Source: an optimization exercise on an open RTL-to-GDS flow (aim: small area and a short achievable clock period). Production flows keep margins and buffers that such runs may drop.
Where RTL was checked, it was by simulation tests only, not by an equivalence proof against the original.
Only the layout flow was run in runs 2 and 3; the RTL was not checked for function there.
No activity file was given, so power comes from the tool's default toggle rates.

## flow/constraint.sdc

```tcl
create_clock -name core_clock -period 6.0 [get_ports {clk}]
set_input_delay 1.2000 -clock core_clock [delete_from_list [all_inputs] [get_ports {clk}]]
set_output_delay 1.2000 -clock core_clock [all_outputs]
set_load 0.01 [all_outputs]
```

## flow/config.mk

```make
export PLATFORM = sky130hd
export DESIGN_NAME = shared_mem_ctrl
export DESIGN_NICKNAME = shared_mem_ctrl
export VERILOG_FILES = /design/flow/design.v
export SDC_FILE = /design/flow/constraint.sdc
export NUM_CORES = 4
export LEC_CHECK = 0
export CAP_MARGIN = 20
export CORE_MARGIN = 2
export CORE_UTILIZATION = 40
export SLEW_MARGIN = 20
```

## flow/design.v

```verilog
package shared_mem_pkg;
  localparam logic [1:0] GNT_NONE = 2'b00;
  localparam logic [1:0] GNT1     = 2'b01;
  localparam logic [1:0] GNT2     = 2'b10;
  localparam logic [1:0] GNT3     = 2'b11;
  localparam int WAIT_MAX = 7;
  localparam int CNT_W    = 3;
  typedef enum logic [1:0] {
    S_IDLE = 2'b00,
    S_WAIT = 2'b01,
    S_ACK  = 2'b10
  } state_t;
  function automatic logic [2:0] ack_onehot(input logic [1:0] g);
    logic [2:0] a;
    a = 3'b000;
    case (g)
      GNT1:    a = 3'b001;
      GNT2:    a = 3'b010;
      GNT3:    a = 3'b100;
      default: a = 3'b000;
    endcase
    ack_onehot = a;
  endfunction
endpackage
module sp_ram #(
  parameter int ADDR_W = 8,
  parameter int DATA_W = 16
) (
  input  logic              clk,
  input  logic              st_valid,
  input  logic [ADDR_W-1:0] st_addr,
  input  logic [DATA_W-1:0] st_data,
  output logic              st_done,
  input  logic [ADDR_W-1:0] rd_addr,
  output logic              tap_hit,
  output logic [DATA_W-1:0] tap_word
);
  localparam int NG = 2**(ADDR_W-2);
  localparam int GW = ADDR_W-2;
  logic [1:0]        ph;
  logic [DATA_W-1:0] ring [NG][4];
  logic [DATA_W-1:0] tap0, tap2;
  logic [1:0]        rd_pos;
  logic [GW-1:0]     rd_grp;
  always_ff @(posedge clk) ph <= ph + 2'd1;
  assign st_done = st_valid && (st_addr[1:0] + ph == 2'd3);
  for (genvar g = 0; g < NG; g++) begin : g_ring
    always_ff @(posedge clk) begin
      ring[g][1] <= ring[g][0];
      ring[g][2] <= ring[g][1];
      ring[g][3] <= ring[g][2];
      if (st_done && st_addr[ADDR_W-1:2] == GW'(g)) ring[g][0] <= st_data;
      else                                          ring[g][0] <= ring[g][3];
    end
  end
  assign rd_grp  = rd_addr[ADDR_W-1:2];
  assign rd_pos  = rd_addr[1:0] + ph;
  assign tap0    = ring[rd_grp][0];
  assign tap2    = ring[rd_grp][2];
  assign tap_hit = !rd_pos[0];
  always_comb begin
    if (st_valid && st_addr == rd_addr) tap_word = st_data;
    else if (rd_pos[1])                 tap_word = tap2;
    else                                tap_word = tap0;
  end
endmodule
module shared_mem_ctrl #(
  parameter int ADDR_W      = 8,
  parameter int DATA_W      = 16,
  parameter int WAIT_STATES = 2
) (
  input  logic                clk,
  input  logic                reset_n,
  input  logic [1:0]          grant,
  input  logic [2:0]          cpu_we,
  input  logic [3*ADDR_W-1:0] cpu_addr,
  input  logic [3*DATA_W-1:0] cpu_wdata,
  output logic [2:0]          cpu_ack,
  output logic [DATA_W-1:0]   rdata,
  output logic [1:0]          owner,
  output logic                busy
);
  logic              st1, st2;
  logic              we_q;
  logic [ADDR_W-1:0] addr_q;
  logic [DATA_W-1:0] wdata_q;
  logic              sel_we;
  logic [ADDR_W-1:0] sel_addr;
  logic [DATA_W-1:0] sel_wdata;
  logic              start;
  logic              st_valid;
  logic [ADDR_W-1:0] st_addr;
  logic [DATA_W-1:0] st_data;
  logic              st_done;
  logic              tap_hit;
  logic [DATA_W-1:0] tap_word;
  logic              mid_hit;
  logic [DATA_W-1:0] mid_word;
  always_comb begin
    sel_we    = 1'b0;
    sel_addr  = '0;
    sel_wdata = '0;
    case (grant)
      shared_mem_pkg::GNT1: begin
        sel_we    = cpu_we[0];
        sel_addr  = cpu_addr[0 +: ADDR_W];
        sel_wdata = cpu_wdata[0 +: DATA_W];
      end
      shared_mem_pkg::GNT2: begin
        sel_we    = cpu_we[1];
        sel_addr  = cpu_addr[ADDR_W +: ADDR_W];
        sel_wdata = cpu_wdata[DATA_W +: DATA_W];
      end
      shared_mem_pkg::GNT3: begin
        sel_we    = cpu_we[2];
        sel_addr  = cpu_addr[2*ADDR_W +: ADDR_W];
        sel_wdata = cpu_wdata[2*DATA_W +: DATA_W];
      end
      default: ;
    endcase
  end
  assign start = !busy && (grant != shared_mem_pkg::GNT_NONE);
  always_ff @(posedge clk) begin
    if (!busy) begin
      we_q    <= sel_we;
      addr_q  <= sel_addr;
      wdata_q <= sel_wdata;
    end
  end
  always_ff @(posedge clk or negedge reset_n) begin
    if (!reset_n) begin
      busy    <= 1'b0;
      st1     <= 1'b0;
      st2     <= 1'b0;
      owner   <= shared_mem_pkg::GNT_NONE;
      cpu_ack <= 3'b000;
    end else begin
      st1     <= start;
      st2     <= st1;
      cpu_ack <= st2 ? shared_mem_pkg::ack_onehot(owner) : 3'b000;
      if (start) begin
        busy  <= 1'b1;
        owner <= grant;
      end else if (busy && !st1 && !st2) begin
        busy  <= 1'b0;
        owner <= shared_mem_pkg::GNT_NONE;
      end
    end
  end
  always_ff @(posedge clk) begin
    if (st2 && we_q) begin
      st_valid <= 1'b1;
      st_addr  <= addr_q;
      st_data  <= wdata_q;
    end else if (st_done) begin
      st_valid <= 1'b0;
    end
  end
  always_ff @(posedge clk) begin
    mid_hit  <= tap_hit;
    mid_word <= tap_word;
  end
  always_ff @(posedge clk or negedge reset_n) begin
    if (!reset_n)          rdata <= '0;
    else if (st2 && !we_q) rdata <= mid_hit ? mid_word : tap_word;
  end
  sp_ram #(
    .ADDR_W(ADDR_W),
    .DATA_W(DATA_W)
  ) u_ram (
    .clk     (clk),
    .st_valid(st_valid),
    .st_addr (st_addr),
    .st_data (st_data),
    .st_done (st_done),
    .rd_addr (addr_q),
    .tap_hit (tap_hit),
    .tap_word(tap_word)
  );
endmodule
```

## flow/run.sh

```bash
#!/bin/bash
# synth_recipe.tcl (not shown) runs the flow's synth.tcl, then flattens the netlist and writes it again
# the make line also repeats each setting of config.mk as NAME=value (left out here)
make -C /OpenROAD-flow-scripts/flow DESIGN_CONFIG=/design/flow/config.mk WORK_HOME=/design/flow/orfs CLKGATE_MAP_FILE= SYNTH_SCRIPT=/design/flow/synth_recipe.tcl finish
```

==> metrics.cfg, run 1 <==
[detailed_routing]
routed-via-count=73339
drt-pass1-iter-count=6
routed_wl_um=483000
drtIter0Drc=10865
drc=0
viasPerCell=5.83
final_antenna_net_count=0
avgRoutedWirePerCell_um=38.4

[timing]
finalSetupTns_ns=0
clock.fmax_ghz=0.204
setup_ws_ns=1.10
worstMarginPinSlew_ns=1.30
hold_violations=0
slew_violations=0
period_share_pct=81.7
final-setup-viol-count=0
rsz0062_at_grt=false
finalCriticalPeriod_ns=4.90
slew-limit-headroom_pct=12.7
skew_ns=0.0537

[critical_path]
path_max_fanout=21
arrival_ns=5.76
cp_slowest_cell=nand4bb_1
r2r-start=addr_q[5]$_DFFE_PN_
crit_path_end_kind=flip-flop
critPathLaunch=addr_q[5]$_DFFE_PN_
path_delay_family=simple AND/OR/NAND/NOR gates
criticalPathCategory=reg -> reg
path_cells=nand4bb_1 -> nor2_2 -> buf_4 -> a22o_1 -> nor4_1 -> a41oi_1 -> a21oi_1 -> o211ai_1 -> o211a_1
cp_data_required_time_ns=6.86
cp-start-kind=flip-flop
critical_path.max_stage_delay_ns=1.16
cp_num_buf_inv=1

[clock_tree]
cts_setup_buffers=0
hold_buffers=0
clkLatencyLatePin_ns=0.96
htreeDepth=5
clockBufferDepth=4
cts-root-buf=clkbuf_16
cts.sinks=4189
cts_tree=built
numCtsBuffers=392
path_clk_slew_ns=0.07
cts_resized=0

[synthesis]
syn_area_um2=114000
syn_nets=8307
synth-main-ff-cell=dfxtp_1
netlist_instances=8226
synth_area_leaders=dfxtp_1 73%, mux2_2 10%, nand3_1 3.5%, a22oi_1 2.6%, nand4_1 1.5%
yosysWarningCount=3
avgSynthCellArea_um2=13.8
netlist.top_cell.by_area=dfxtp_1
synth_cell_types=75
seq_area_frac_synth_pct=74.3
ys_ff_latch=4189
synth_edf_count=49
synth_top_area_share_pct=72.5
async_flop_share_pct=0.573

[grt]
grt_pass1_wl_um=634000
grt_usage_pct=32.5
gr-total-overflow=0
grt_max_degree=113
antenna_found_initial=54
grt_pass1_vias=69983

[power]
pwr-share-seq_pct=48.7
clkPwrFrac_pct=43.0
p_int_mw=45.1
p_sw_share_pct=25.9
ir_worst_vdd_mv=0.242
p_switching_mw=15.7
p_per_area_nw_per_um2=452
p_comb_share_pct=8.3
power_leakage_nw=53.4
power.total_mw=60.8

[placement]
globalplace.congestion=1.01
dp.cells=11847
place.port_buffers=100
hpwl_um=319000
pre_cts_ws_ns=1.36
placed_cell_area_um2=121000

[cells_and_area]
nNetsFinal=8579
area_growth_pct=18.4
stdcell_count=12576
layout-drive-gt1-share_pct=24.4
postLayoutCellArea_um2=135000
nFillCells=24478

[floorplanning]
initial_core_util_pct=40.2
core_um2=283000
fp-row-count=195
dieArea_um2=288000
die_y_um=537
boundaryPins=101
die_w_um=537

[worst_hold_path]
hp-start=u_ram.ring[249][2]$_DFF_P_
hp-class=reg -> reg

[job]
drv_cap=0

[status]
status=no timing/DRC/antenna violations

## routing by layer
| metal | global-route usage (%) | share of wire (%) | vias up |
|---|---|---|---|
| met1 | 43.6 | 41 | 37426 |
| met4 | 20.1 | 7.2 | 28 |
| met2 | 46.9 | 42 | 4878 |
| met3 | 8.33 | 11 | 1311 |
| li1 | - | - | 29696 |
| met5 | 0 | 0.040 | - |
## through the flow
stage / hold slack [ns] / util (%)
detailed placement: 0.312 / 42.8
global placement: 0.310 / 42.7
finish: 0.280 / 47.6
global route: 0.277 / 47.6
floorplan: 0.310 / -
CTS: 0.264 / 47.6
## power groups by stage
stage	logic (mW)	clock network (mW)	registers [mW]
6_report	5.04	26.1	29.6
5_1_grt	4.90	27.3	29.7
4_1_cts	4.81	26.2	29.6
3_5_place_dp	4.80	0	30.2
3_3_place_gp	4.78	0	30.2
2_1_floorplan	2.08	0	29.8
## sequential cells by signal, indices dropped and copies added, names as in the netlist
register / count
addr_q: 8
busy: 1
cpu_ack: 3
mid_hit: 1
mid_word: 16
owner: 2
rdata: 16
st1: 1
st2: 1
st_addr: 8
st_data: 16
st_valid: 1
u_ram.ph: 2
u_ram.ring: 4096
wdata_q: 16
we_q: 1
## worst register-to-register path: stages, from the launching register on
cell and delay (ns):
edfxtp_1 0.97, nand4bb_1 1.17, nor2_2 1.15, buf_4 0.51, a22o_1 0.25, nor4_1 0.08
a41oi_1 0.26, a21oi_1 0.10, o211ai_1 0.17, o211a_1 0.16
## cells in the final DEF (no fill, tap or decap), drive strengths merged, types with 22 or more instances in the layout
cell / count
nand3: 792
clkdlybuf4s50: 100
buf: 304
inv: 24
or4: 22
mux2: 1032
nor2: 136
o21ai: 66
a22oi: 400
dfrtp: 24
nor3: 31
clkinv: 91
dfxtp: 4116
mux2i: 80
clkbuf: 544
nand2: 120
and3: 80
nand4: 267
nor4: 78
a2111oi: 28
a22o: 48
edfxtp: 49
a21oi: 46
bufinv: 46
## cell type report
type                            count  area, um2  share of cell area (%)
Antenna cell                       19       47.5                  0.0353
Clock inverter                    166       2310                    1.72
Tap cell                         3743       4680                    3.48
Sequential cell                  4189      84500                    62.8
Multi-Input combinational cell   3503      27900                    20.7
Timing Repair Buffer              404       3860                    2.87
Inverter                            8       30.0                  0.0223
Clock buffer                      544      11300                    8.38
## final timing paths
| check | cells past startpoint | slack [ns] | end |
|---|---|---|---|
| min in group asynchronous | 2 | 0.85 | rdata[6]$_DFFE_PN0P_ |
| hold reg to reg | 0 | 0.28 | u_ram.ring[250][2]$_DFF_P_ |
| setup / recovery | 9 | 1.10 | rdata[6]$_DFFE_PN0P_ |
| max in group asynchronous | 2 | 4.55 | rdata[4]$_DFFE_PN0P_ |
| setup reg to reg | 9 | 1.10 | rdata[6]$_DFFE_PN0P_ |
| hold / removal | 0 | 0.28 | u_ram.ring[250][2]$_DFF_P_ |
## cells by family (layout without fill, tap and decap cells)
| family | Yosys count | count (layout) | synth area share, % |
|---|---|---|---|
| AO/OA/AOI/OAI | 725 | 725 | 4.74 |
| XOR/XNOR | 14 | 14 | 0.108 |
| adder cells (fa/ha/maj) | 2 | 2 | 0.0220 |
| buffers and inverters | 534 | 1122 | 1.95 |
| flip-flops | 4189 | 4189 | 74.3 |
| multiplexers | 1116 | 1116 | 11.0 |
| other | 0 | 19 | 0 |
| AND/OR/NAND/NOR | 1646 | 1646 | 7.84 |
## cell usage after synthesis, types with 8 or more instances
cell type / instances
a2111oi_0: 27
a21o_1: 14
a21oi_1: 46
a221o_1: 10
a221oi_1: 19
a222oi_1: 9
a22o_1: 48
a22oi_1: 400
a32oi_1: 17
and3_1: 79
and3b_1: 11
and4_1: 13
buf_1: 57
buf_2: 121
buf_4: 9
clkbuf_1: 335
dfrtp_1: 24
dfxtp_1: 4116
edfxtp_1: 49
inv_1: 8
mux2_2: 1032
mux2i_1: 80
nand2_1: 120
nand2b_1: 13
nand3_1: 792
nand3b_1: 14
nand4_1: 267
nor2_1: 131
nor2b_1: 11
nor3_1: 31
nor4_1: 78
nor4bb_1: 8
o211ai_1: 14
o21ai_0: 64
o22ai_1: 12
or3_1: 12
or4_1: 22
xnor2_1: 12
==> run 2: changes to the inputs <==
--- a/flow/design.v
+++ b/flow/design.v
@@ -25,3 +25,2 @@
 module sp_ram #(
-  parameter int ADDR_W = 8,
   parameter int DATA_W = 16
@@ -29,7 +28,10 @@
   input  logic              clk,
-  input  logic              st_valid,
-  input  logic [ADDR_W-1:0] st_addr,
-  input  logic [DATA_W-1:0] st_data,
-  output logic              st_done,
-  input  logic [ADDR_W-1:0] rd_addr,
+  input  logic              wr_go,
+  input  logic [7:0]        wr_hi,
+  input  logic [7:0]        wr_lo,
+  input  logic [DATA_W-1:0] wr_data,
+  output logic [1:0]        ph,
+  input  logic [7:0]        rd_hi,
+  input  logic [7:0]        rd_lo,
+  input  logic [1:0]        rd_idx,
   output logic              tap_hit,
@@ -37,11 +39,7 @@
 );
-  localparam int NG = 2**(ADDR_W-2);
-  localparam int GW = ADDR_W-2;
-  logic [1:0]        ph;
+  localparam int NG = 64;
   logic [DATA_W-1:0] ring [NG][4];
-  logic [DATA_W-1:0] tap0, tap2;
   logic [1:0]        rd_pos;
-  logic [GW-1:0]     rd_grp;
+  logic [2*NG-1:0]   tap_sel;
   always_ff @(posedge clk) ph <= ph + 2'd1;
-  assign st_done = st_valid && (st_addr[1:0] + ph == 2'd3);
   for (genvar g = 0; g < NG; g++) begin : g_ring
@@ -51,15 +49,17 @@
       ring[g][3] <= ring[g][2];
-      if (st_done && st_addr[ADDR_W-1:2] == GW'(g)) ring[g][0] <= st_data;
-      else                                          ring[g][0] <= ring[g][3];
+      if (wr_go && wr_hi[g/8] && wr_lo[g%8]) ring[g][0] <= wr_data;
+      else                                   ring[g][0] <= ring[g][3];
     end
   end
-  assign rd_grp  = rd_addr[ADDR_W-1:2];
-  assign rd_pos  = rd_addr[1:0] + ph;
-  assign tap0    = ring[rd_grp][0];
-  assign tap2    = ring[rd_grp][2];
+  assign rd_pos  = rd_idx + ph;
   assign tap_hit = !rd_pos[0];
   always_comb begin
-    if (st_valid && st_addr == rd_addr) tap_word = st_data;
-    else if (rd_pos[1])                 tap_word = tap2;
-    else                                tap_word = tap0;
+    for (int g = 0; g < NG; g++) begin
+      tap_sel[2*g]   = rd_hi[g/8] && rd_lo[g%8] && !rd_pos[1];
+      tap_sel[2*g+1] = rd_hi[g/8] && rd_lo[g%8] &&  rd_pos[1];
+    end
+    tap_word = '0;
+    for (int g = 0; g < NG; g++)
+      tap_word = tap_word | ({DATA_W{tap_sel[2*g]}}   & ring[g][0])
+                          | ({DATA_W{tap_sel[2*g+1]}} & ring[g][2]);
   end
@@ -83,5 +83,2 @@
   logic              st1, st2;
-  logic              we_q;
-  logic [ADDR_W-1:0] addr_q;
-  logic [DATA_W-1:0] wdata_q;
   logic              sel_we;
@@ -90,6 +87,13 @@
   logic              start;
+  logic              we_q;
+  logic [1:0]        idx_q;
+  logic [7:0]        hi_q, lo_q;
+  logic [DATA_W-1:0] wdata_q;
+  logic              fwd_q;
   logic              st_valid;
-  logic [ADDR_W-1:0] st_addr;
+  logic [1:0]        st_idx;
+  logic [7:0]        st_hi, st_lo;
   logic [DATA_W-1:0] st_data;
-  logic              st_done;
+  logic              st_go;
+  logic [1:0]        ph;
   logic              tap_hit;
@@ -125,4 +129,8 @@
       we_q    <= sel_we;
-      addr_q  <= sel_addr;
+      idx_q   <= sel_addr[1:0];
+      hi_q    <= 8'b1 << sel_addr[7:5];
+      lo_q    <= 8'b1 << sel_addr[4:2];
       wdata_q <= sel_wdata;
+      fwd_q   <= (sel_addr[1:0] == st_idx) && st_hi[sel_addr[7:5]] &&
+                 st_lo[sel_addr[4:2]];
     end
@@ -149,2 +157,3 @@
   end
+  assign st_go = st_valid && (st_idx + ph == 2'd3);
   always_ff @(posedge clk) begin
@@ -152,5 +161,7 @@
       st_valid <= 1'b1;
-      st_addr  <= addr_q;
+      st_idx   <= idx_q;
+      st_hi    <= hi_q;
+      st_lo    <= lo_q;
       st_data  <= wdata_q;
-    end else if (st_done) begin
+    end else if (st_go) begin
       st_valid <= 1'b0;
@@ -164,6 +175,6 @@
     if (!reset_n)          rdata <= '0;
-    else if (st2 && !we_q) rdata <= mid_hit ? mid_word : tap_word;
+    else if (st2 && !we_q) rdata <= fwd_q   ? st_data  :
+                                    mid_hit ? mid_word : tap_word;
   end
   sp_ram #(
-    .ADDR_W(ADDR_W),
     .DATA_W(DATA_W)
@@ -171,7 +182,10 @@
     .clk     (clk),
-    .st_valid(st_valid),
-    .st_addr (st_addr),
-    .st_data (st_data),
-    .st_done (st_done),
-    .rd_addr (addr_q),
+    .wr_go   (st_go),
+    .wr_hi   (st_hi),
+    .wr_lo   (st_lo),
+    .wr_data (st_data),
+    .ph      (ph),
+    .rd_hi   (hi_q),
+    .rd_lo   (lo_q),
+    .rd_idx  (idx_q),
     .tap_hit (tap_hit),
--- a/flow/config.mk
+++ b/flow/config.mk
@@ -9,3 +9,4 @@
 export CORE_MARGIN = 2
-export CORE_UTILIZATION = 40
+export CORE_UTILIZATION = 55
+export SETUP_SLACK_MARGIN = 2.5
 export SLEW_MARGIN = 20
==> run 2 against run 1 <==
  * Combinational power rose to 2.7 times the previous value
  * Sequential power up about 40%
  * Area after synthesis is 0.60% lower
  * Design area down 1.7%
  * Power rose by 34%
  * Non-clock buffer count down 28
  * Global-route usage grew 10 points
  * Maximum frequency up 37%
  * Utilization rose by 17 points
  * First-iteration DRC count up 8.6%
  * Cell count is 11% lower
  * Via count fell by 2.1%
  * Critical endpoint is now rdata[2]$_DFFE_PN0P_
  * Largest cell class unchanged
  * Highest routed layer unchanged
==> metrics.cfg, run 2 <==
[status]
status=no timing/DRC/antenna violations

[detailed_routing]
drt-pass1-iter-count=10  ; +4
final_antenna_net_count=0  ; unchanged
viasPerCell=6.43  ; +10%
drtIter0Drc=11804  ; +8.6%
routed_wl_um=461000  ; -4.5%
drc=0  ; unchanged
avgRoutedWirePerCell_um=41.3  ; +7.4%
routed-via-count=71822  ; -2.1%

[synthesis]
synth-main-ff-cell=dfxtp_1
avgSynthCellArea_um2=14.3  ; +3.9%
synth_common_cells=4116 x dfxtp_1, 1031 x mux2_2, 479 x a22oi_1
synth_top_area_share_pct=72.9  ; +0.44 points
yosysWarningCount=3  ; unchanged
synth_cell_types=65  ; -13%
synth_edf_count=70  ; +43%
yosysMostFrequentCell=dfxtp_1
netlist_instances=7873  ; -4.3%
seq_area_frac_synth_pct=75.3  ; +1.0 points
synth_area_leaders=dfxtp_1 73%, mux2_2 10%, a22oi_1 3.2%, edfxtp_1 1.9%, clkbuf_1 1.5%
syn_area_um2=113000  ; -0.60%
netlist.top_cell.by_area=dfxtp_1
async_flop_share_pct=0.570  ; -0.0029 points
syn_nets=7954  ; -4.2%
ys_ff_latch=4210  ; +0.50%

[timing]
slew-limit-headroom_pct=12.7  ; +0.050 points
hold_violations=0  ; unchanged
skew_ns=0.0729  ; +0.0192 ns
worstMarginPinSlew_ns=1.30  ; +0.00188 ns
slew_violations=0  ; unchanged
rsz0062_at_grt=true
period_share_pct=59.5  ; -22 points
final-setup-viol-count=0  ; unchanged
finalSetupTns_ns=0  ; unchanged
finalCriticalPeriod_ns=3.57  ; -1.33 ns
clock.fmax_ghz=0.280  ; +37%

[cells_and_area]
fin_util_pct=64.7  ; +17 points
area_growth_pct=17.1
layout-drive-gt1-share_pct=25.1  ; +0.67 points
largest_register_ffs=4096  ; unchanged
final_common_cell=dfxtp_1
mostFrequentLayoutCells=4115 x dfxtp_1, 1031 x mux2_2, 477 x a22oi_1
nNetsFinal=8220  ; -4.2%
largest_register=u_ram.ring

[grt]
gr-total-overflow=0  ; unchanged
grt_use_met2_pct=60.8  ; +14 points
grt_max_degree=86  ; -24%
grtUsageMet3_pct=12.0  ; +3.6 points
antenna_found_initial=49  ; -9.3%
grt_pass1_wl_um=602000  ; -5.0%
gr-max-usage-layer=met2
grt_pass1_vias=67938  ; -2.9%
met1_usage_pct=56.8  ; +13 points
grt_usage_pct=42.8  ; +10 points

[clock_tree]
htreeDepth=5  ; unchanged
cts-root-buf=clkbuf_16
hold_buffers=0  ; unchanged
clkLatencyLatePin_ns=1.01  ; +0.05 ns
path_clk_slew_ns=0.07  ; about the same
numCtsBuffers=403  ; +2.8%
cts_tree=built
cts.sinks=4210  ; +0.50%
clockBufferDepth=4  ; unchanged

[power]
p_int_mw=56.8  ; +26%
p_switching_mw=24.6  ; +56%
power_leakage_nw=54.1  ; +1.4%
p_per_area_nw_per_um2=616  ; +36%
clkPwrFrac_pct=32.3  ; -11 points
p_comb_share_pct=16.7  ; +8.4 points
ir_worst_vdd_mv=0.420  ; +73%
pwr-share-seq_pct=51.0  ; +2.3 points
p_sw_share_pct=30.2  ; +4.4 points

[worst_hold_path]
whs_endpoint=u_ram.ring[174][15]$_DFF_P_
hold_depth=0  ; unchanged
hp-start=u_ram.ring[173][15]$_DFF_P_
hp-class=reg -> reg

[floorplanning]
fp-row-count=166  ; -15%
initial_core_util_pct=55.3  ; +15 points
core_um2=204000  ; -28%
die_y_um=457  ; -15%
die_w_um=457  ; -15%
boundaryPins=101  ; unchanged
dieArea_um2=209000  ; -28%

[placement]
place.port_buffers=100  ; unchanged
hpwl_um=272000  ; -15%
globalplace.congestion=0.937  ; -7.5%

[job]
drv_cap=0  ; unchanged

[critical_path]
crit_path_end_kind=flip-flop
r2r_end=rdata[2]$_DFFE_PN0P_
reg2regPathDepth=8  ; -1
path_cells=buf_4 -> buf_4 -> clkinvlp_4 -> o2111ai_1 -> nor3_1 -> a2bb2oi_1 -> o2111ai_1 -> a221o_1
cp_slowest_cell=clkinvlp_4
cp_data_required_time_ns=6.95  ; +0.09 ns
cp-start-kind=flip-flop
criticalPathCategory=reg -> reg
critical_path.max_stage_delay_ns=0.85  ; -0.31 ns
arrival_ns=4.52  ; -1.24 ns
rrSetupSlack_ns=2.43  ; +1.33 ns
path_max_fanout=34  ; +62%
r2r-start=hi_q[4]$_SDFFCE_PN0N_

[run 2: cell count changes in the layout (fill, tap and decap cells not counted), sizes merged, moves of 38 or more]
cell / delta
nand3: -580
nand4: -161
nand2: +140
a222oi: +130
a22o: +112
nor2: -80
a22oi: +79
and2: +69
nor4: -69
a221oi: +48
mux2i: -42
and3: +38
clkbuf: +38
[run 2: cells by family after synthesis]
group / count (synthesis) / synth area share, %
flops: 4210 / 75.3
compound gates: 1140 / 8.03
mux: 1069 / 10.6
simple gates: 905 / 4.10
buf+inv: 538 / 1.80
xor+xnor: 9 / 0.0964
fa+ha+maj: 2 / 0.0221
[run 2: routing by layer]
metal	wire length, um	up-vias	part of all wire, %
met5	57	-	0.012
met3	55500	1412	12
met1	178000	36346	39
met2	189000	5306	41
li1	-	28750	-
met4	38100	8	8.3
[run 2: how the worst max path moves through the flow]
stage                                to                   from  slack, ns
5_1_grt            rdata[2]$_DFFE_PN0P_  hi_q[0]$_SDFFCE_PP0N_       2.44
2_1_floorplan  wdata_q[0]$_SDFFCE_PN0N_               grant[1]       2.94
4_1_cts            rdata[8]$_DFFE_PN0P_  lo_q[2]$_SDFFCE_PP0N_       2.42
3_3_place_gp       rdata[8]$_DFFE_PN0P_  lo_q[2]$_SDFFCE_PP0N_       1.52
6_report           rdata[2]$_DFFE_PN0P_  hi_q[4]$_SDFFCE_PN0N_       2.43
3_5_place_dp       rdata[8]$_DFFE_PN0P_  lo_q[2]$_SDFFCE_PP0N_       1.83
[run 2: final cells by class]
type | count | area (um2)
Antenna cell | 24 | 60.1
Clock buffer | 580 | 11900
Clock inverter | 150 | 1840
Fill cell | 14960 | 72100
Inverter | 21 | 90.1
Multi-Input combinational cell | 3127 | 26500
Sequential cell | 4210 | 85100
Tap cell | 2688 | 3360
Timing Repair Buffer | 376 | 3460
[run 2: metrics by stage]
stage | std cells | instance area, um2 | hold WS [ns] | power, mW | worst slack [ns]
global route | 11154 | 132000 | 0.305 | 82.8 | 2.44
detailed placement | 10378 | 118000 | 0.312 | 54.0 | 1.83
CTS | 11134 | 132000 | 0.291 | 80.2 | 2.42
finish | 11176 | 132000 | 0.294 | 81.4 | 2.43
global placement | 10376 | 118000 | 0.310 | 53.7 | 1.52
floorplan | 7873 | 113000 | 0.310 | 45.6 | 2.94
[run 2: worst max-delay path, delay by kind of cell, from the launching register on]
kind            cells  cell delay, ns
compound gates      4            1.27
flops               1            0.44
simple gates        1            0.12
buf+inv             3            1.69
[run 2: power by group through the flow]
stage / clock (mW) / combinational, mW / sequential [mW]
2_1_floorplan: 0 / 6.12 / 39.5
3_3_place_gp: 0 / 12.1 / 41.6
3_5_place_dp: 0 / 12.2 / 41.7
4_1_cts: 26.2 / 12.7 / 41.3
5_1_grt: 27.4 / 13.4 / 42.0
6_report: 26.3 / 13.6 / 41.5
[run 2: repair_timing]
item / 4_1_cts / 5_1_grt
endpoints found under the setup margin: 34 / 43
gates resized for setup: 58 / 35
pin swaps: 8 / 14
setup buffers: 22 / 15
cloned: 4 / 3
==> run 3: changes to the inputs <==
--- a/flow/config.mk
+++ b/flow/config.mk
@@ -10,2 +10,3 @@
 export CORE_UTILIZATION = 55
+export CTS_BUF_LIST = sky130_fd_sc_hd__clkbuf_4 sky130_fd_sc_hd__clkbuf_8
 export SETUP_SLACK_MARGIN = 2.5
==> run 3 against run 2 <==
  * Design area shrank 0.51%
  * Utilization fell by 0.33 points
  * Sequential power about the same
  * Power down 2.5%
  * Clock skew grew 0.023 ns
  * Critical endpoint is now rdata[13]$_DFFE_PN0P_
  * Highest routed layer unchanged
==> metrics.cfg, run 3 <==
[status]
status=no timing/DRC/antenna violations

[power]
power_leakage_nw=54.3  ; +0.21%
p_switching_mw=24.7  ; +0.21%
p_sw_share_pct=31.0  ; +0.83 points
pwr-share-seq_pct=52.3  ; +1.3 points
p_comb_share_pct=16.9  ; +0.2 points
clkPwrFrac_pct=30.8  ; -1.5 points
p_int_mw=54.8  ; -3.6%
ir_worst_vdd_mv=0.351  ; -16%
power.total_mw=79.4  ; -2.5%
p_per_area_nw_per_um2=603  ; -2.0%

[grt]
antenna_found_initial=53  ; +8.2%
grt_pass1_wl_um=607000  ; +0.87%
gr-total-overflow=0  ; unchanged
grt_max_degree=86  ; unchanged
grt_pass1_vias=70272  ; +3.4%
grt_usage_pct=43.0  ; +0.21 points

[timing]
clock.fmax_ghz=0.269  ; -4.1%
finalSetupTns_ns=0  ; unchanged
slew_violations=0  ; unchanged
worstMarginPinSlew_ns=1.36  ; +0.0589 ns
hold_violations=0  ; unchanged
skew_ns=0.0961  ; +0.0232 ns
final-setup-viol-count=0  ; unchanged
rsz0062_at_grt=true
slew-limit-headroom_pct=8.78  ; -3.9 points
period_share_pct=62.0  ; +2.5 points
finalCriticalPeriod_ns=3.72  ; +0.152 ns

[floorplanning]
core_um2=204000  ; unchanged
fp-row-count=166  ; unchanged
boundaryPins=101  ; unchanged
die_y_um=457  ; unchanged
die_w_um=457  ; unchanged
dieArea_um2=209000  ; unchanged
initial_core_util_pct=55.3  ; unchanged

[clock_tree]
htreeDepth=6  ; +1
clockBufferDepth=4  ; unchanged
clkLatencyLatePin_ns=1.17  ; +0.16 ns
hold_buffers=0  ; unchanged
path_clk_slew_ns=0.06  ; about the same
cts_tree=built
cts.sinks=4210  ; unchanged
numCtsBuffers=637  ; +58%
cts-root-buf=clkbuf_8

[synthesis]
syn_nets=7954  ; unchanged
synth_area_leaders=dfxtp_1 73%, mux2_2 10%, a22oi_1 3.2%, edfxtp_1 1.9%, clkbuf_1 1.5%
seq_area_frac_synth_pct=75.3  ; unchanged
async_flop_share_pct=0.570  ; unchanged
yosysMostFrequentCell=dfxtp_1
synth-main-ff-cell=dfxtp_1
synth_top_area_share_pct=72.9  ; unchanged
syn_area_um2=113000  ; unchanged
yosysWarningCount=3  ; unchanged
synth_common_cells=4116 x dfxtp_1, 1031 x mux2_2, 479 x a22oi_1
netlist_instances=7873  ; unchanged
ys_ff_latch=4210  ; unchanged
synth_edf_count=70  ; unchanged
synth_cell_types=65  ; unchanged
netlist.top_cell.by_area=dfxtp_1
avgSynthCellArea_um2=14.3  ; unchanged

[detailed_routing]
routed-via-count=73388  ; +2.2%
routed_wl_um=460000  ; -0.22%
final_antenna_net_count=0  ; unchanged
avgRoutedWirePerCell_um=39.9  ; -3.3%
viasPerCell=6.36  ; -1.0%
drc=0  ; unchanged
drt-pass1-iter-count=9  ; -1
drtIter0Drc=12027  ; +1.9%

[critical_path]
r2r-start=hi_q[4]$_SDFFCE_PN0N_
crit_path_end_kind=flip-flop
r2r_end=rdata[13]$_DFFE_PN0P_
cp-start-kind=flip-flop
criticalPathCategory=reg -> reg
reg2regPathDepth=8  ; unchanged
endpoint=rdata[13]$_DFFE_PN0P_
cp_data_required_time_ns=6.98  ; +0.03 ns
critPathLaunch=hi_q[4]$_SDFFCE_PN0N_
path_max_fanout=52  ; +53%
arrival_ns=4.70  ; +0.18 ns
rrSetupSlack_ns=2.28  ; -0.15 ns

[cells_and_area]
largest_register=u_ram.ring
layout-drive-gt1-share_pct=28.9  ; +3.8 points
mostFrequentLayoutCells=4115 x dfxtp_1, 1031 x mux2_2, 786 x clkbuf_8
final_common_cell=dfxtp_1
largest_register_ffs=4096  ; unchanged
area_growth_pct=16.5
nNetsFinal=8438  ; +2.7%

[worst_hold_path]
hp-class=in -> async

[placement]
place.port_buffers=100  ; unchanged
globalplace.congestion=0.937  ; unchanged
hpwl_um=272000  ; unchanged

[job]
drv_cap=0  ; unchanged

## run 3: cell counts after synthesis
Identical to the previous run, type by type.
## run 3: final cells by class
type,count,area (um2)
clock inverters,75,667
fillers,15234,72800
multi-input cells,3127,26400
clock buffers,1020,12600
repair buffers,360,3280
inverters,21,86.3
diodes,37,92.6
flip-flops and latches,4210,85100
well taps,2688,3360
## run 3: logic make-up after synthesis
family          after synthesis  synth area share [%]
flops                      4210                  75.3
fa+ha+maj                     2                0.0221
buf+inv                     538                  1.80
mux                        1069                  10.6
xor+xnor                      9                0.0964
compound gates             1140                  8.03
simple gates                905                  4.10
## run 3: through the flow
stage	std cells	cell area [um2]	util [%]	setup slack, ns	hold WS [ns]
floorplan	7873	113000	-	2.94	0.310
global placement	10376	118000	57.6	1.52	0.310
detailed placement	10378	118000	57.6	1.83	0.312
CTS	11495	131000	64.3	2.43	0.191
global route	11514	132000	64.4	2.39	0.173
finish	11538	132000	64.4	2.28	0.207
## run 3: how the worst min path moves through the flow
stage                                           start                     endpoint  cells after the start
after floorplan            u_ram.ring[101][0]$_DFF_P_   u_ram.ring[102][0]$_DFF_P_                      0
after global placement     u_ram.ring[113][6]$_DFF_P_   u_ram.ring[114][6]$_DFF_P_                      0
after detailed placement  u_ram.ring[149][12]$_DFF_P_  u_ram.ring[150][12]$_DFF_P_                      0
after CTS                                     reset_n         cpu_ack[2]$_DFF_PN0_                      2
after global routing                          reset_n         cpu_ack[2]$_DFF_PN0_                      2
final                                         reset_n         cpu_ack[2]$_DFF_PN0_                      2
## run 3: power by group through the flow
stage | clock, mW | sequential (mW) | combinational, mW
after floorplan | 0 | 39.5 | 6.12
after global placement | 0 | 41.6 | 12.1
after detailed placement | 0 | 41.7 | 12.2
after CTS | 24.4 | 41.3 | 12.6
after global routing | 25.7 | 42.0 | 13.2
final | 24.5 | 41.5 | 13.4
## run 3: worst max-delay path: stages, from the launching register on
cell and delay (ns):
edfxtp_1 0.48, buf_12 0.24, and2_1 0.70, a222oi_1 0.46, nand3_1 0.19, a2111oi_0 0.50, a21oi_1 0.12, or4_1 0.54
o21a_1 0.21
## run 3: what timing repair did
item / 4_1_cts / 5_1_grt
gates resized for setup: 60 / 26
setup buffers: 18 / 6
setup endpoints to repair: 35 / 32
gates cloned: 4 / 0
pin swaps: 7 / 11
## run 3: routing by layer
metal  share of wire (%)  up-vias  global-route usage (%)
li1                    -    29250                       -
met1                  39    36945                    56.5
met2                  41     5775                    61.0
met3                  12     1402                    13.2
met4                 7.7       16                    28.6
met5               0.057        -                   0.551
==> run 4: changes to the inputs <==
--- a/flow/design.v
+++ b/flow/design.v
@@ -33,4 +33,3 @@
   output logic [1:0]        ph,
-  input  logic [7:0]        rd_hi,
-  input  logic [7:0]        rd_lo,
+  input  logic [63:0]       rd_grp,
   input  logic [1:0]        rd_idx,
@@ -42,3 +41,3 @@
   logic [1:0]        rd_pos;
-  logic [2*NG-1:0]   tap_sel;
+  logic [DATA_W-1:0] tap0, tap2;
   always_ff @(posedge clk) ph <= ph + 2'd1;
@@ -56,10 +55,9 @@
   always_comb begin
+    tap0 = '0;
+    tap2 = '0;
     for (int g = 0; g < NG; g++) begin
-      tap_sel[2*g]   = rd_hi[g/8] && rd_lo[g%8] && !rd_pos[1];
-      tap_sel[2*g+1] = rd_hi[g/8] && rd_lo[g%8] &&  rd_pos[1];
+      tap0 = tap0 | ({DATA_W{rd_grp[g]}} & ring[g][0]);
+      tap2 = tap2 | ({DATA_W{rd_grp[g]}} & ring[g][2]);
     end
-    tap_word = '0;
-    for (int g = 0; g < NG; g++)
-      tap_word = tap_word | ({DATA_W{tap_sel[2*g]}}   & ring[g][0])
-                          | ({DATA_W{tap_sel[2*g+1]}} & ring[g][2]);
+    tap_word = rd_pos[1] ? tap2 : tap0;
   end
@@ -90,2 +88,3 @@
   logic [7:0]        hi_q, lo_q;
+  logic [63:0]       grp_q;
   logic [DATA_W-1:0] wdata_q;
@@ -132,2 +131,3 @@
       lo_q    <= 8'b1 << sel_addr[4:2];
+      grp_q   <= 64'b1 << sel_addr[7:2];
       wdata_q <= sel_wdata;
@@ -187,4 +187,3 @@
     .ph      (ph),
-    .rd_hi   (hi_q),
-    .rd_lo   (lo_q),
+    .rd_grp  (grp_q),
     .rd_idx  (idx_q),
--- a/flow/config.mk
+++ b/flow/config.mk
@@ -10,4 +10,3 @@
 export CORE_UTILIZATION = 55
-export CTS_BUF_LIST = sky130_fd_sc_hd__clkbuf_4 sky130_fd_sc_hd__clkbuf_8
-export SETUP_SLACK_MARGIN = 2.5
+export SETUP_SLACK_MARGIN = 3.0
 export SLEW_MARGIN = 20
==> run 4 against run 3 <==
  * Die area fell by 0.31%
  * Critical endpoint is now rdata[6]$_DFFE_PN0P_
  * Power rose by 3.0%
  * Register-to-register slack improved by 0.67 ns
  * Design area rose by 0.53%
  * Via count fell by 9.9%
==> metrics.cfg, run 4 <==
[status]
status=no timing/DRC/antenna violations

[grt]
gr-total-overflow=0  ; unchanged
grt_pass1_wl_um=548000  ; -9.8%
grt_max_degree=90  ; +4.7%
grt_usage_pct=38.7  ; -4.3 points
grt_pass1_vias=64118  ; -8.8%
antenna_found_initial=27  ; -49%

[clock_tree]
cts_tree=built
path_clk_slew_ns=0.06  ; about the same
clockBufferDepth=4  ; unchanged
numCtsBuffers=406  ; -36%
hold_buffers=0  ; unchanged
clkLatencyLatePin_ns=0.99  ; -0.18 ns
htreeDepth=5  ; -1
cts-root-buf=clkbuf_16
cts.sinks=4274  ; +1.5%

[detailed_routing]
avgRoutedWirePerCell_um=38.1  ; -4.5%
drtIter0Drc=8448  ; -30%
routed_wl_um=412000  ; -10%
drt-pass1-iter-count=5  ; -4
drc=0  ; unchanged
routed-via-count=66122  ; -9.9%
final_antenna_net_count=0  ; unchanged
viasPerCell=6.11  ; -3.9%

[synthesis]
async_flop_share_pct=0.562  ; -0.0085 points
netlist.top_cell.by_area=dfxtp_1
synth_top_area_share_pct=73.2  ; +0.23 points
synth-main-ff-cell=dfxtp_1
syn_area_um2=113000  ; -0.31%
yosysMostFrequentCell=dfxtp_1
seq_area_frac_synth_pct=77.3  ; +1.9 points
ys_ff_latch=4274  ; +1.5%
synth_edf_count=134  ; +91%
yosysWarningCount=3  ; unchanged
synth_common_cells=4116 x dfxtp_1, 1028 x mux2_2, 656 x a22oi_1
synth_cell_types=41  ; -37%
syn_nets=7506  ; -5.6%
synth_area_leaders=dfxtp_1 73%, mux2_2 10%, a22oi_1 4.4%, edfxtp_1 3.6%, a22o_1 1.5%
avgSynthCellArea_um2=15.2  ; +5.7%
netlist_instances=7425  ; -5.7%

[floorplanning]
core_um2=204000  ; -0.10%
initial_core_util_pct=55.2  ; -0.12 points
dieArea_um2=208000  ; -0.31%
die_y_um=456  ; -0.15%
fp-row-count=166  ; unchanged
boundaryPins=101  ; unchanged
die_w_um=456  ; -0.15%

[worst_hold_path]
hold_depth=0
hp-class=reg -> reg

[critical_path]
path_max_fanout=21  ; -60%
cp_slowest_cell=or4_1
crit_path_end_kind=flip-flop
rrSetupSlack_ns=2.95  ; +0.67 ns
path_cells=buf_4 -> buf_12 -> a22o_1 -> a221oi_1 -> nand4_1 -> or4_1 -> o41ai_2 -> o221ai_1
reg2regPathDepth=8  ; unchanged
criticalPathCategory=reg -> reg
critical_path.max_stage_delay_ns=0.60  ; -0.10 ns
arrival_ns=3.85  ; -0.85 ns
cp_data_required_time_ns=6.80  ; -0.18 ns
cp-start-kind=flip-flop

[job]
drv_cap=0  ; unchanged

[cells_and_area]
area_growth_pct=17.5
largest_register=u_ram.ring
final_common_cell=dfxtp_1
nNetsFinal=7887  ; -6.5%
layout-drive-gt1-share_pct=25.7  ; -3.2 points
reg.largest.list=u_ram.ring: 4096 flops, grp_q: 64 flops
postLayoutCellArea_um2=132000  ; +0.53%
largest_register_ffs=4096  ; unchanged
mostFrequentLayoutCells=4116 x dfxtp_1, 1028 x mux2_2, 656 x a22oi_1

[timing]
rsz0062_at_grt=true
slew_violations=0  ; unchanged
hold_violations=0  ; unchanged
worstMarginPinSlew_ns=1.15  ; -0.215 ns
slew-limit-headroom_pct=23.5  ; +15 points
finalCriticalPeriod_ns=3.05  ; -0.673 ns
period_share_pct=50.8  ; -11 points
skew_ns=0.0477  ; -0.0484 ns
clock.fmax_ghz=0.328  ; +22%
hold_slack_ns=0.296  ; +0.0894 ns
final-setup-viol-count=0  ; unchanged
finalSetupTns_ns=0  ; unchanged

[placement]
placed_cell_area_um2=118000  ; -0.17%
place.port_buffers=100  ; unchanged
hpwl_um=240000  ; -12%
globalplace.congestion=0.888  ; -5.2%

[power]
ir_worst_vdd_mv=0.411  ; +17%
p_per_area_nw_per_um2=618  ; +2.4%
power_leakage_nw=54.0  ; -0.55%

run 4: layout make-up:
class / instances / area, um2
Sequential cell: 4274 / 87000
Fill cell: 14870 / 71900
Multi-Input combinational cell: 2704 / 24300
Clock buffer: 582 / 11800
Timing Repair Buffer: 382 / 3620
Tap cell: 2688 / 3360
Clock inverter: 143 / 1980
Inverter: 37 / 145
Antenna cell: 7 / 17.5
Timing Repair inverter: 1 / 5.00
run 4: repair_timing:
action,in CTS,in global routing
setup endpoints to repair,819,543
buffers inserted,60,5
endpoints found under the hold margin,0,0
pin swaps,1,5
resized for setup,113,24
gates cloned,1,0
run 4: worst paths after layout:
path | startpoint | endpoint
worst max-delay path | grp_q[41]$_SDFFCE_PN0N_ | rdata[6]$_DFFE_PN0P_
worst min-delay path | u_ram.ring[161][12]$_DFF_P_ | u_ram.ring[162][12]$_DFF_P_
worst max register to register | grp_q[41]$_SDFFCE_PN0N_ | rdata[6]$_DFFE_PN0P_
worst min register to register | u_ram.ring[161][12]$_DFF_P_ | u_ram.ring[162][12]$_DFF_P_
max in group asynchronous | reset_n | rdata[12]$_DFFE_PN0P_
min in group asynchronous | reset_n | rdata[1]$_DFFE_PN0P_
run 4: kinds of logic after synthesis:
| family | synth area share (%) |
|---|---|
| AND/OR/NAND/NOR | 2.38 |
| flip-flops | 77.3 |
| adder cells (fa/ha/maj) | 0.0222 |
| XOR/XNOR | 0.0622 |
| buffers and inverters | 1.66 |
| multiplexers | 10.5 |
| AO/OA/AOI/OAI | 8.07 |
run 4: routing by layer:
| layer | part of all wire, % | up-vias | global-route usage (%) |
|---|---|---|---|
| li1 | - | 27393 | - |
| met1 | 40 | 33884 | 51.1 |
| met2 | 44 | 3822 | 59.3 |
| met3 | 9.2 | 1021 | 8.48 |
| met4 | 6.1 | 2 | 21.2 |
| met5 | 0.0027 | - | 0 |
run 4: power by group:
| part | total (mW) | switching (mW) | internal [mW] |
|---|---|---|---|
| logic | 13.5 | 8.89 | 4.63 |
| registers | 41.8 | 4.17 | 37.6 |
| clock network | 26.5 | 10.8 | 15.7 |
run 4: critical path: cells and delay by family (launching register included):
family | cells | cell delay [ns]
AO/OA/AOI/OAI | 4 | 1.34
AND/OR/NAND/NOR | 2 | 0.75
buffers and inverters | 2 | 0.38
flip-flops | 1 | 0.36
run 4: through the flow:
step	power [mW]	setup WS [ns]	utilization, %	instances
detailed placement	54.7	1.87	57.6	10020
floorplan	46.7	3.02	-	7425
global placement	54.4	1.84	57.5	10018
CTS	81.2	2.95	64.7	10806
finish	81.8	2.95	64.8	10818
global route	83.6	2.93	64.8	10812
==> run 5: changes to the inputs <==
--- a/flow/design.v
+++ b/flow/design.v
@@ -28,7 +28,8 @@
   input  logic              clk,
-  input  logic              wr_go,
   input  logic [7:0]        wr_hi,
+  input  logic [7:0]        wr_nhi,
   input  logic [7:0]        wr_lo,
+  input  logic [7:0]        wr_nlo,
   input  logic [DATA_W-1:0] wr_data,
-  output logic [1:0]        ph,
+  output logic [2:0]        ph,
   input  logic [63:0]       rd_grp,
@@ -40,7 +41,11 @@
   logic [DATA_W-1:0] ring [NG][4];
-  logic [1:0]        rd_pos;
+  logic [2:0]        rd_pos;
   logic [DATA_W-1:0] tap0, tap2;
-  always_ff @(posedge clk) ph <= ph + 2'd1;
+  always_ff @(posedge clk) ph <= ph + 3'd1;
   for (genvar g = 0; g < NG; g++) begin : g_ring
+    logic wen, wen_n;
+    assign wen   = wr_hi[g/8]  &  wr_lo[g%8];
+    assign wen_n = wr_nhi[g/8] | wr_nlo[g%8];
     always_ff @(posedge clk) begin
+      ring[g][0] <= ~(({DATA_W{wen_n}} | wr_data) & ({DATA_W{wen}} | ring[g][3]));
       ring[g][1] <= ring[g][0];
@@ -48,7 +53,5 @@
       ring[g][3] <= ring[g][2];
-      if (wr_go && wr_hi[g/8] && wr_lo[g%8]) ring[g][0] <= wr_data;
-      else                                   ring[g][0] <= ring[g][3];
-    end
-  end
-  assign rd_pos  = rd_idx + ph;
+    end
+  end
+  assign rd_pos  = {1'b0, rd_idx} + ph;
   assign tap_hit = !rd_pos[0];
@@ -61,3 +64,3 @@
     end
-    tap_word = rd_pos[1] ? tap2 : tap0;
+    tap_word = (rd_pos[1] ? tap2 : tap0) ^ {DATA_W{rd_pos[2]}};
   end
@@ -86,4 +89,3 @@
   logic              we_q;
-  logic [1:0]        idx_q;
-  logic [7:0]        hi_q, lo_q;
+  logic [ADDR_W-1:0] addr_q;
   logic [63:0]       grp_q;
@@ -93,6 +95,12 @@
   logic [1:0]        st_idx;
-  logic [7:0]        st_hi, st_lo;
+  logic [7:0]        st_hi, st_lo, st_nlo;
   logic [DATA_W-1:0] st_data;
-  logic              st_go;
-  logic [1:0]        ph;
+  logic              stage;
+  logic              go_nx;
+  logic [1:0]        idx_nx;
+  logic [7:0]        hi_nx;
+  logic [2:0]        gpos_nx;
+  logic [7:0]        go_hi, go_nhi;
+  logic              go_inv;
+  logic [2:0]        ph;
   logic              tap_hit;
@@ -128,6 +136,3 @@
       we_q    <= sel_we;
-      idx_q   <= sel_addr[1:0];
-      hi_q    <= 8'b1 << sel_addr[7:5];
-      lo_q    <= 8'b1 << sel_addr[4:2];
-      grp_q   <= 64'b1 << sel_addr[7:2];
+      addr_q  <= sel_addr;
       wdata_q <= sel_wdata;
@@ -136,2 +141,5 @@
     end
+  end
+  always_ff @(posedge clk) begin
+    grp_q <= 64'b1 << (busy ? addr_q[7:2] : sel_addr[7:2]);
   end
@@ -157,11 +165,21 @@
   end
-  assign st_go = st_valid && (st_idx + ph == 2'd3);
-  always_ff @(posedge clk) begin
-    if (st2 && we_q) begin
+  assign stage   = st2 && we_q;
+  assign idx_nx  = stage ? addr_q[1:0] : st_idx;
+  assign hi_nx   = stage ? (8'b1 << addr_q[7:5]) : st_hi;
+  assign gpos_nx = {1'b0, idx_nx} + ph + 3'd1;
+  assign go_nx   = (stage || st_valid) && (gpos_nx[1:0] == 2'd3);
+  always_ff @(posedge clk) begin
+    go_hi  <= go_nx ? hi_nx : 8'h00;
+    go_nhi <= go_nx ? ~hi_nx : 8'hff;
+    go_inv <= gpos_nx[2];
+  end
+  always_ff @(posedge clk) begin
+    if (stage) begin
       st_valid <= 1'b1;
-      st_idx   <= idx_q;
-      st_hi    <= hi_q;
-      st_lo    <= lo_q;
+      st_idx   <= addr_q[1:0];
+      st_hi    <= 8'b1 << addr_q[7:5];
+      st_lo    <= 8'b1 << addr_q[4:2];
+      st_nlo   <= ~(8'b1 << addr_q[4:2]);
       st_data  <= wdata_q;
-    end else if (st_go) begin
+    end else if (|go_hi) begin
       st_valid <= 1'b0;
@@ -182,9 +200,10 @@
     .clk     (clk),
-    .wr_go   (st_go),
-    .wr_hi   (st_hi),
+    .wr_hi   (go_hi),
+    .wr_nhi  (go_nhi),
     .wr_lo   (st_lo),
-    .wr_data (st_data),
+    .wr_nlo  (st_nlo),
+    .wr_data (st_data ^ {DATA_W{go_inv}}),
     .ph      (ph),
     .rd_grp  (grp_q),
-    .rd_idx  (idx_q),
+    .rd_idx  (addr_q[1:0]),
     .tap_hit (tap_hit),
--- a/flow/config.mk
+++ b/flow/config.mk
@@ -10,2 +10,4 @@
 export CORE_UTILIZATION = 55
+export CTS_CLUSTER_DIAMETER = 70
+export CTS_CLUSTER_SIZE = 25
 export SETUP_SLACK_MARGIN = 3.0
==> run 5 against run 4 <==
  * Critical path depth is the same
  * Flip-flop and latch count grew 16
  * Clock-buffer cell count shrank 353
  * Register-to-register slack lost 0.11 ns
  * Clock skew shrank 0.0072 ns
  * Sequential power grew 12%
  * Non-clock buffer count shrank 40
  * Utilization shrank 3.9 points
  * Area after synthesis shrank 3.3%
  * Clock power shrank 42%
  * Critical endpoint is now rdata[7]$_DFFE_PN0P_
  * Largest cell class unchanged
==> metrics.cfg, run 5 <==
[grt]
antenna_found_initial=86  ; +220%
grt_max_degree=65  ; -28%
grt_usage_pct=49.1  ; +10 points
grt_pass1_wl_um=654000  ; +19%
gr-total-overflow=0  ; unchanged
grt_pass1_vias=68267  ; +6.5%

[floorplanning]
core_um2=197000  ; -3.5%
die_w_um=449  ; -1.6%
boundaryPins=101  ; unchanged
dieArea_um2=202000  ; -3.2%
initial_core_util_pct=55.3  ; +0.14 points
fp-row-count=163  ; -1.8%
die_y_um=449  ; -1.6%

[critical_path]
criticalPathCategory=reg -> reg
arrival_ns=3.97  ; +0.12 ns
r2r-start=grp_q[34]$_SDFF_PN0_
critPathLaunch=grp_q[34]$_SDFF_PN0_
cp-start-kind=flip-flop
crit_path_end_kind=flip-flop
path_max_fanout=22  ; +4.8%
cp_data_required_time_ns=6.81  ; about the same

[synthesis]
synth-main-ff-cell=dfxtp_1
synth_common_cells=4208 x dfxtp_1, 1026 x o22ai_1, 608 x a22oi_1
synth_top_area_share_pct=77.3  ; +4.2 points
synth_cell_types=52  ; +27%
ys_ff_latch=4290  ; +0.37%
seq_area_frac_synth_pct=79.5  ; +2.2 points
synth_edf_count=58  ; -57%
syn_nets=7919  ; +5.5%
netlist.top_cell.by_area=dfxtp_1
avgSynthCellArea_um2=13.9  ; -8.3%
yosysWarningCount=3  ; unchanged
async_flop_share_pct=0.559  ; -0.0021 points
synth_area_leaders=dfxtp_1 77%, o22ai_1 5.9%, a22oi_1 4.2%, a22o_1 1.6%, edfxtp_1 1.6%
yosysMostFrequentCell=dfxtp_1
yosys.area_share.xor_xnor_pct=0.304  ; +0.24 points
syn_area_um2=109000  ; -3.3%
synthMuxAreaShare_pct=0.374  ; -10 points
synth_top_family_by_area=compound AO/OA/AOI/OAI gates
synth_compound_area_share_pct=14.3  ; +6.3 points
synthSimpleGateAreaFrac_pct=3.25  ; +0.87 points
synth_adder_area_share_pct=0.0712  ; +0.049 points
netlist_instances=7835  ; +5.5%

[cells_and_area]
fin_util_pct=60.9  ; -3.9 points
layout-drive-gt1-share_pct=9.93  ; -16 points
area_growth_pct=10.1
reg.largest.list=u_ram.ring: 4096 flops, grp_q: 64 flops
final_common_cell=dfxtp_1
mostFrequentLayoutCells=4142 x dfxtp_1, 1026 x o22ai_1, 605 x a22oi_1
postLayoutCellArea_um2=120000  ; -9.3%
stdcell_count=10636  ; -1.7%
multiInputGateArea_um2=20700  ; -15%
largest_register_ffs=4096  ; unchanged
largest_register=u_ram.ring
seqCellArea_um2=86800  ; -0.31%
nFillCells=15412  ; +3.6%
nNetsFinal=7879  ; -0.10%

[placement]
place.port_buffers=100  ; unchanged
globalplace.congestion=0.998  ; +12%
pre_cts_ws_ns=1.83  ; -0.0405 ns
placed_cell_area_um2=113000  ; -3.5%
dp.cells=10223  ; +2.0%
hpwl_um=299000  ; +24%

[timing]
setup_ws_ns=2.84  ; -0.111 ns
worstMarginPinSlew_ns=1.23  ; +0.0821 ns
slew_violations=0  ; unchanged
finalCriticalPeriod_ns=3.16  ; +0.111 ns
final-setup-viol-count=0  ; unchanged
rsz0062_at_grt=true
period_share_pct=52.6  ; +1.9 points
slew-limit-headroom_pct=18.0  ; -5.5 points
finalSetupTns_ns=0  ; unchanged
skew_ns=0.0405  ; -0.00719 ns
clock.fmax_ghz=0.317  ; -3.5%
hold_violations=0  ; unchanged

[clock_tree]
clockBufferDepth=3  ; -1
cts-root-buf=clkbuf_16
numCtsBuffers=196  ; -52%
htreeDepth=4  ; -1
cts_tree=built
cts.sinks=4290  ; +0.37%
clkLatencyLatePin_ns=0.92  ; -0.07 ns
path_clk_slew_ns=0.10  ; +0.04 ns

[power]
ir_worst_vdd_mv=0.599  ; +46%
power_leakage_nw=45.6  ; -16%
p_per_area_nw_per_um2=600  ; -3.0%

[job]
drv_cap=0  ; unchanged

[detailed_routing]
drtIter0Drc=15231  ; +80%
drt-pass1-iter-count=7  ; +2
avgRoutedWirePerCell_um=48.0  ; +26%
final_antenna_net_count=0  ; unchanged
viasPerCell=7.35  ; +20%
routed_wl_um=511000  ; +24%
drc=0  ; unchanged
routed-via-count=78156  ; +18%

[worst_hold_path]
hp-start=u_ram.ring[53][6]$_DFF_P_
hp-class=reg -> reg

[status]
status=no timing/DRC/antenna violations

[run 5: cell types whose count changed after synthesis, sizes merged, moves of 76 or more]
| cell | previous run | this run |
|---|---|---|
| clkbuf | 244 | 389 |
| dfxtp | 4116 | 4208 |
| mux2 | 1028 | 6 |
| edfxtp | 134 | 58 |
| o22ai | 2 | 1026 |
| or2 | 4 | 81 |
[run 5: layer usage]
| metal | track usage, % | vias up | wire [um] |
|---|---|---|---|
| li1 | - | 28455 | - |
| met1 | 63.3 | 38689 | 182000 |
| met2 | 62.8 | 8906 | 197000 |
| met3 | 24.3 | 2081 | 89500 |
| met4 | 35.6 | 25 | 42000 |
| met5 | 1.25 | - | 354 |
[run 5: final timing paths]
| check | end | slack (ns) | cells past startpoint |
|---|---|---|---|
| setup / recovery | rdata[7]$_DFFE_PN0P_ | 2.84 | 8 |
| hold / removal | u_ram.ring[54][6]$_DFF_P_ | 0.31 | 0 |
| setup reg to reg | rdata[7]$_DFFE_PN0P_ | 2.84 | 8 |
| hold reg to reg | u_ram.ring[54][6]$_DFF_P_ | 0.31 | 0 |
| max in group asynchronous | rdata[3]$_DFFE_PN0P_ | 4.55 | 2 |
| min in group asynchronous | cpu_ack[1]$_DFF_PN0_ | 0.83 | 2 |
[run 5: where the power goes]
| group | switching, mW | internal (mW) |
|---|---|---|
| Clock | 8.99 | 6.41 |
| Sequential | 6.43 | 40.6 |
| Combinational | 6.36 | 3.18 |
| Total | 21.8 | 50.2 |
[run 5: logic make-up after synthesis]
kind of cell / Yosys count
xor gates and xnor gates: 37
adders and majority gates: 5
muxes: 40
and+or+nand+nor: 658
buffers and inverters: 624
AOI/OAI and AO/OA: 2181
DFF: 4290
[run 5: timing repair]
action | in CTS | in global routing
buffers inserted | 10 | 4
hold buffers | 0 | 0
pin swaps | 2 | 6
gates resized for setup | 98 | 81
endpoints found under the setup margin | 147 | 43
[run 5: worst max-delay path, cell delays in order, from the launching register on]
cell       delay, ns
dfxtp_2         0.58
buf_6           0.40
a22oi_1         0.34
nand4_1         0.14
nor4_1          0.55
nand4_1         0.32
o221ai_2        0.24
o2111ai_2       0.17
a22o_1          0.25
[run 5: final cells by class]
cell class	count	area share, %
multi-input cells	2921	17.2
repair buffers	342	2.61
flip-flops and latches	4290	72.3
inverters	44	0.142
diodes	140	0.292
well taps	2640	2.75
clock inverters	30	0.324
clock buffers	229	4.37
[run 5: metrics by stage]
step | hold slack [ns] | total power [mW]
after floorplan | 0.310 | 49.3
after global placement | 0.310 | 55.3
after detailed placement | 0.312 | 55.6
after CTS | 0.314 | 70.5
after global routing | 0.318 | 73.4
final | 0.314 | 72.0

==> static timing again, ports no longer ideal <==
The results above use ideal ports. As a check the final layouts listed here were re-extracted and re-timed, cells and wires unchanged.
Step 1, drivers: a clkbuf_16 drives clk and a buf_2 each remaining input, both assumed.
Step 2 adds t to the input delays and takes it off the output delays; t is the mean of the earliest and latest rising clock arrival at the registers after step 1. Input paths then give back, and output paths get back, about the clock's delay inside the block.
a / b / c = ideal / step 1 / step 2; a / b = the first two.
run | shift t [ns] | setup WS [ns] | hold slack, ns | worst setup path after step 2 | clock arrival spread, ns
run 1 | 1.026 | 1.096 / 1.096 / 1.096 | 0.280 / 0.280 / 0.280 | register to register | 0.076 / 0.076
run 2 | 1.077 | 2.431 / 2.419 / 1.783 | 0.294 / 0.294 / 0.294 | input to register | 0.074 / 0.073
run 3 | 1.215 | 2.279 / 2.279 / 1.725 | 0.207 / 0.134 / 0.270 | input to register | 0.100 / 0.100
run 4 | 1.060 | 2.953 / 2.952 / 2.356 | 0.296 / 0.296 / 0.296 | input to register | 0.057 / 0.057
run 5 | 1.004 | 2.841 / 2.841 / 2.207 | 0.314 / 0.314 / 0.314 | input to register | 0.050 / 0.050
After both steps every run listed still meets setup and hold. The setup slack of run 2, which loses most, moves by -0.012 ns with the drivers and by -0.648 ns with both steps.
